Source: an optimization exercise on an open RTL-to-GDS flow (aim: small area, a short achievable clock period and few clock cycles per item). Production flows keep margins and buffers that such runs may drop. RTL that was checked went through simulation tests only; none was proved equivalent to the original. No activity file was given, so power comes from the tool's default toggle rates.

Design gcode_block_parser_top, start of the top module:
module gcode_block_parser_top #(
	parameter int AXIS_WORD_CHARS = 15,
	parameter int INT_WORD_DIGITS = 4
) (
	input  logic        clk,
	input  logic        arst_n,
	input  logic        cfg_we,
	input  logic [7:0]  cfg_wdata,
	input  logic        char_valid,
	input  logic [7:0]  char_in,
	output logic        char_ready,
	output logic        block_valid,
	input  logic        block_ready,
	output logic [13:0] block_number,
	output logic [1:0]  code_letter,
	output logic [6:0]  code_number,
	output logic [13:0] feed_value,
	output logic [13:0] repeat_count,
	output logic [31:0] x_milli,
	output logic [31:0] y_milli,
	output logic [31:0] z_milli,
	output logic [31:0] a_milli
);
make LEC_CHECK=0 CAP_MARGIN=20 CORE_MARGIN=2 CORE_UTILIZATION=40 SETUP_SLACK_MARGIN=5 SLEW_MARGIN=20 finish   # period 8.0 ns
run.sh (not shown) runs the stock make flow with config.mk's settings and CLKGATE_MAP_FILE= SYNTH_SCRIPT=/design/flow/synth_recipe.tcl, a recipe that flattens the netlist after the stock synthesis.
The baseline completed with no timing, DRC or antenna violations.
==> next run, changes <==
--- a/flow/config.mk
+++ b/flow/config.mk
@@ -6,7 +6,8 @@
 export NUM_CORES = 4
 export LEC_CHECK = 0
+export ABC_AREA = 1
 export CAP_MARGIN = 20
 export CORE_MARGIN = 2
 export CORE_UTILIZATION = 40
-export SETUP_SLACK_MARGIN = 5
+export SETUP_SLACK_MARGIN = 4.5
 export SLEW_MARGIN = 20
After rerunning: Final area shrinks by 1.9%; utilization came out lower by 2.8 points; synthesized cell count is higher by 22%.
No functional check of the RTL was part of any run of this note.

* * *

Setup of build 76:
gcode_block_parser_top, a different RTL version from the one above (not shown whole).
Size in the first run: about 1,700 cells after synthesis, ~270 flip-flops, ~200 I/O pins, about 0.014 mm² of cells after synthesis.
export LEC_CHECK = 0
export ABC_AREA = 1
export CAP_MARGIN = 20
export CORE_MARGIN = 2
export CORE_UTILIZATION = 65
export CTS_BUF_LIST = sky130_fd_sc_hd__clkbuf_16
export CTS_CLUSTER_DIAMETER = 120
export CTS_CLUSTER_SIZE = 20
export SETUP_SLACK_MARGIN = 4.7
export SLEW_MARGIN = 20
create_clock -name core_clock -period 8.0 [get_ports {clk}]
standard.sh (not shown) runs the stock make flow with config.mk's settings and CLKGATE_MAP_FILE= SYNTH_SCRIPT=/design/flow/synth_recipe.tcl, a recipe that flattens the netlist after the stock synthesis.
==> flow/flow/run.sh <==
#!/bin/bash
set -euo pipefail
bash standard.sh "BUFFER_PORTS_ARGS=-buffer_cell sky130_fd_sc_hd__buf_1" finish > flow_make.log 2>&1
Build 76: no failed stages, no open violations at the end
Testbench counts of build 76, summed over its fixed seeds: cycles 82,158, chars 82,147.
--- input diff build 76..build 38 ---
Settings: CORE_UTILIZATION changed from 65 to 40; SETUP_SLACK_MARGIN changed from 4.7 to 4.8.
### Flow results
As of build 38, total leakage power had risen by a few percent compared to build 76.
Diff build 76..build 38 | number of pins exceeding their max-slew limit in the final report | unchanged
Compared with build 76, build 38 shows a worst slack after detailed placement that is 0.025 ns lower.
For the pin count of the biggest net entering global routing, build 38 came in 7 higher than build 76 did.
The final instance count without filler cells number comes out lower for build 76 vs build 38.
Build 76 → build 38: total chip power saw an increase; fraction of area in registers saw a decrease; post-CTS setup repair buffer count saw an increase.
--- input diff build 38..build 60 ---
Settings: a change of CTS_CLUSTER_SIZE from 20 to 24; a change of SETUP_SLACK_MARGIN from 4.8 to 4.7.
No stage failed in build 60, and the final checks on the layout all came back clean. Final-layout clock buffer total: build 60 < build 38. Diff build 38 -> build 60: critical path arrival shrank by 0.03 ns; post-synthesis net count flat. Final design utilization for build 60: 2.2 points down relative to build 38. Going from build 38 to build 60, global-route wire length before repair essentially unchanged; post-layout total power decreased 6.8%. | design area | higher: build 38 |. On register-to-register slack, build 38 and build 60 are basically level. Of build 38 and build 60, the lower aggregate routed wire length belongs to build 60. In the metrics for build 38 and build 60, the one carrying the higher final-layout fill cell count is build 60.
diff inputs: build 60 => build 89
Settings: PLACE_DENSITY now 0.75, previously not set; SLEW_MARGIN now 5, was 20; CTS_CLUSTER_SIZE now 20, was 24; CAP_MARGIN now 5, was 20.
## What came out
The flow did not stop early for build 89: all stages ran, and the layout cleared the timing, DRC and antenna checks. Compared with build 60, build 89 ends up with less cell area. Higher number of vias in the routed layout goes to build 89 over build 60. Build 89 vs build 60 — delay contributed by the slowest stage of the critical path dropped 0.06 ns. Worst setup slack was lower in the run labelled build 89. For build 89, the end of the critical path was acc_q[18]$_DFFE_PP_, unlike build 60, where it was acc_q[32]$_DFFE_PP_. Comparing build 89 with build 60, the maximum clock frequency came out essentially unchanged.
> inputs changed (build 89 -> build 97)
Settings: PLACE_DENSITY removed (was 0.75); CAP_MARGIN changed from 5 to 20; SLEW_MARGIN changed from 5 to 20; SETUP_SLACK_MARGIN changed from 4.7 to 4.75.
--- outcome ---
Global-route met3 utilization, build 89 and build 97: smaller value in build 89
Sort build 89 and build 97 by met2 global-route usage, ascending, and build 89 comes first.
The worst setup slack after layout in build 97 sits 0.029 ns below the value recorded for build 89.
The run showing the greater number of search-and-repair iterations in the first detailed-routing pass is build 89.
Delta (build 97 minus build 89): combinational power grew by about 7%, worst path required time comparable, final routed wirelength across all metal layers rose by 4.6%, overall power after layout moved up, sum of routed wire segments on met1 increased by 1700 µm relative to the old numbers.
Power density over the cells on build 97 is down relative to build 89.

* * *

Another version of the RTL of gcode_block_parser_top (not shown whole).
Size in the first run: roughly 260 flip-flops, roughly 200 I/O pins, about 14000 um^2 of cells after synthesis.
clock: 8.0 ns
lec_check: 0
cap_margin: 20
core_margin: 2
core_utilization: 40
setup_slack_margin: 4.5
slew_margin: 20
run.sh (not shown) runs the stock make flow with config.mk's settings and CLKGATE_MAP_FILE= SYNTH_SCRIPT=/design/flow/synth_recipe.tcl, a recipe that flattens the netlist after the stock synthesis.
Stock flow here: none of the scripts above is used.
Testbench counts at the start, summed over its fixed seeds: cycles 82,158, chars 82,147.
Edit:
==> flow/flow/run.sh (new file) <==
#!/bin/bash
set -euo pipefail
bash standard.sh "BUFFER_PORTS_ARGS=-buffer_cell sky130_fd_sc_hd__buf_1" finish > flow_make.log 2>&1
==> flow/standard.sh (new file) <==
#!/bin/bash
# synth_recipe.tcl (not shown) runs the flow's synth.tcl, then flattens the netlist and writes it again
# the make line also repeats each setting of config.mk as NAME=value (left out here)
make -C /OpenROAD-flow-scripts/flow DESIGN_CONFIG=/design/flow/config.mk WORK_HOME=/design/flow/orfs CLKGATE_MAP_FILE= SYNTH_SCRIPT=/design/flow/synth_recipe.tcl "${@:-finish}"
ABC_AREA = 1   (was not set)
removed: flow/run.sh
Result: Final cell count goes up by 16%; global-route usage goes up by 1.4 points; power went up by 7.3%; design area shrinks by 6.4%; count of clock-buffer cells in the layout climbs by 4; register-to-register slack is better by 0.26 ns; sequential cell count stays the same.
Edit:
CTS_BUF_LIST = sky130_fd_sc_hd__clkbuf_4   (was not set)
CTS_CLUSTER_SIZE = 16   (was not set)
Effect:
- total power goes down by about 1.5%
- final area increases by about 1.2%
- clock-buffer cell count goes up by 64

* * *

Setup of run A:
gcode_block_parser_top, a different RTL version from the one above (not shown whole).
For scale: roughly 1,700 cells after synthesis, ~270 flip-flops, roughly 200 I/O pins, about 14,000 um2 of cells after synthesis.
clock: 8.0 ns
lec_check: 0
abc_area: 1
cap_margin: 20
core_margin: 2
core_utilization: 55
cts_buf_list: sky130_fd_sc_hd__clkbuf_16
cts_cluster_diameter: 120
cts_cluster_size: 20
setup_slack_margin: 4.7
slew_margin: 20
standard.sh (not shown) runs the stock make flow with config.mk's settings and CLKGATE_MAP_FILE= SYNTH_SCRIPT=/design/flow/synth_recipe.tcl, a recipe that flattens the netlist after the stock synthesis.
==> flow/flow/run.sh <==
#!/bin/bash
set -euo pipefail
bash standard.sh "BUFFER_PORTS_ARGS=-buffer_cell sky130_fd_sc_hd__buf_1" finish > flow_make.log 2>&1
Testbench counts of run A, summed over its fixed seeds: cycles 82,158, chars 82,147.
Modified inputs, run B compared to run A
Settings: CTS_BUF_LIST: sky130_fd_sc_hd__clkbuf_16 -> unset; CORE_UTILIZATION: 55 -> 40; SETUP_SLACK_MARGIN: 4.7 -> 5; CTS_CLUSTER_SIZE: 20 -> unset; CTS_CLUSTER_DIAMETER: 120 -> unset.
## What came out
- Diff run A -> run B | pin count of the biggest net entering global routing | decrease of about 30%
- Comparing run B and run A, the higher fraction of area in registers is on run A.
- Shortest clock period the worst path allows after layout: run B vs run A up 0.059 ns
- Between run B and run A, it is run B whose part of the power in the clock network is higher, by 9.0 points.
- Global-route usage was lower in the run labelled run B.
Inputs modified between run B and run C:
Settings: swapping 5 for 4.9 in SETUP_SLACK_MARGIN.
--- outcome ---
Every stage of the flow completed for run C, and the final layout passed the timing, DRC and antenna checks. In run C the mean routed wirelength per cell turned out 0.95% lower than in run B. Re sequential cell count: no difference whatsoever between run C and run B. Of the two candidates, run B has the worse final critical-path required period and run C the better one.
Edits applied to the flow inputs when going from run C to run D:
Settings: SETUP_SLACK_MARGIN now 4.7, was 4.9.
[summary]
Routed length on met1 | run D below run C
Relative to run C, run D improves total routed wirelength.
The lower sequential share of cell area of run C and run D is in run C.
Run D leaves less setup margin than run C.
Run D: met1 layer usage reported by global route 0.71 points above run C

* * *

gcode_block_parser_top with an RTL version that a note above also has.
For scale: about 270 flip-flops, ~200 I/O pins, roughly 14000 um2 of cells after synthesis.
export LEC_CHECK = 0
export ABC_AREA = 1
export CAP_MARGIN = 20
export CORE_MARGIN = 2
export CORE_UTILIZATION = 40
export CTS_BUF_LIST = sky130_fd_sc_hd__clkbuf_16
export CTS_CLUSTER_DIAMETER = 120
export CTS_CLUSTER_SIZE = 20
export SETUP_SLACK_MARGIN = 4.6
export SLEW_MARGIN = 20
create_clock -name core_clock -period 8.0 [get_ports {clk}]
Scripts as last shown in full above: flow/flow/run.sh
Testbench counts at the start, summed over its fixed seeds: cycles 82,158, chars 82,147.
==> next run, changes <==
- ABC_CLOCK_PERIOD_IN_PS: not set -> 3000
- SETUP_SLACK_MARGIN: 4.6 -> 4.7
After rerunning: The changed run went through all stages and came out clean. Die area is unchanged. Worst setup slack gets better by 0.094 ns. Sequential power is about the same. Fmax goes up by a few percent. Design area stays flat. Area after synthesis stays the same. Cell count hardly moves. Routed wire length rises slightly. Worst hold slack barely changes. Combinational power is about the same.
==> next run, changes <==
- ABC_CLOCK_PERIOD_IN_PS: 3000 -> not set
- PLACE_DENSITY: not set -> 0.8
Outcome: The changed run completed with no timing, DRC or antenna violations; via count went up by a few percent; routed wire length went down slightly; count of clock-buffer cells in the layout stays the same; global-route usage went down by 0.62 points; design area went up slightly; setup slack loses 0.21 ns; total power went up by a few percent; maximum frequency went down by a few percent; critical path depth went down by 1; synthesized cell count is unchanged.
==> next run, changes <==
- ABC_CLOCK_PERIOD_IN_PS: not set -> 2500
- PLACE_DENSITY: 0.8 -> not set
What happened: The changed run produced a clean layout; non-clock buffer count came out lower by 9; clock skew came out lower by 0.020 ns; sequential share of layout area came out higher by 0.42 points.

-- re-timing with driven ports --
In the flow no input, the clock included, has a driving cell. The finished layouts below were timed again as built, in two steps.
Step 1: set_driving_cell puts a clkbuf_16 on clk and a buf_2 on each other input, an assumption about the parent block.
Step 2 adds t to the input delays and takes it off the output delays; t is the mean of the earliest and latest rising clock arrival at the registers after step 1. Input paths then give back, and output paths get back, about the clock's delay inside the block.
Three values: no drivers, after step 1, after step 2; two values: the first two.
run | shift t [ns] | setup slack, ns | hold slack, ns
the first run of note 1 | 0.598 | 3.736 / 3.736 / 3.736 | 0.460 / 0.460 / 0.460
the second run of note 1 | 0.601 | 4.225 / 4.225 / 4.225 | 0.477 / 0.477 / 0.477
build 76 | 0.543 | 4.765 / 4.765 / 4.397 | 0.479 / 0.479 / 0.479
build 38 | 0.554 | 4.864 / 4.864 / 4.451 | 0.479 / 0.479 / 0.479
build 60 | 0.548 | 4.876 / 4.876 / 4.398 | 0.483 / 0.483 / 0.483
build 89 | 0.546 | 4.872 / 4.872 / 4.381 | 0.481 / 0.481 / 0.481
build 97 | 0.548 | 4.842 / 4.842 / 4.464 | 0.480 / 0.480 / 0.480
the first run of note 3 | 0.620 | 4.017 / 4.017 / 4.017 | 0.469 / 0.469 / 0.469
the second run of note 3 | 0.611 | 4.281 / 4.281 / 4.281 | 0.477 / 0.477 / 0.477
the third run of note 3 | 0.793 | 4.375 / 4.375 / 4.375 | 0.477 / 0.477 / 0.477
run A | 0.546 | 4.833 / 4.833 / 4.508 | 0.488 / 0.488 / 0.488
run B | 0.598 | 4.775 / 4.775 / 4.576 | 0.484 / 0.484 / 0.484
run C | 0.631 | 4.885 / 4.885 / 4.478 | 0.484 / 0.484 / 0.484
run D | 0.628 | 4.864 / 4.864 / 4.453 | 0.482 / 0.482 / 0.482
the first run of note 5 | 0.548 | 4.795 / 4.795 / 4.378 | 0.482 / 0.482 / 0.482
the second run of note 5 | 0.542 | 4.889 / 4.889 / 4.381 | 0.483 / 0.483 / 0.483
the third run of note 5 | 0.556 | 4.677 / 4.677 / 4.328 | 0.477 / 0.477 / 0.477
the fourth run of note 5 | 0.542 | 4.889 / 4.889 / 4.381 | 0.483 / 0.483 / 0.483
After both steps every run listed still meets setup and hold.
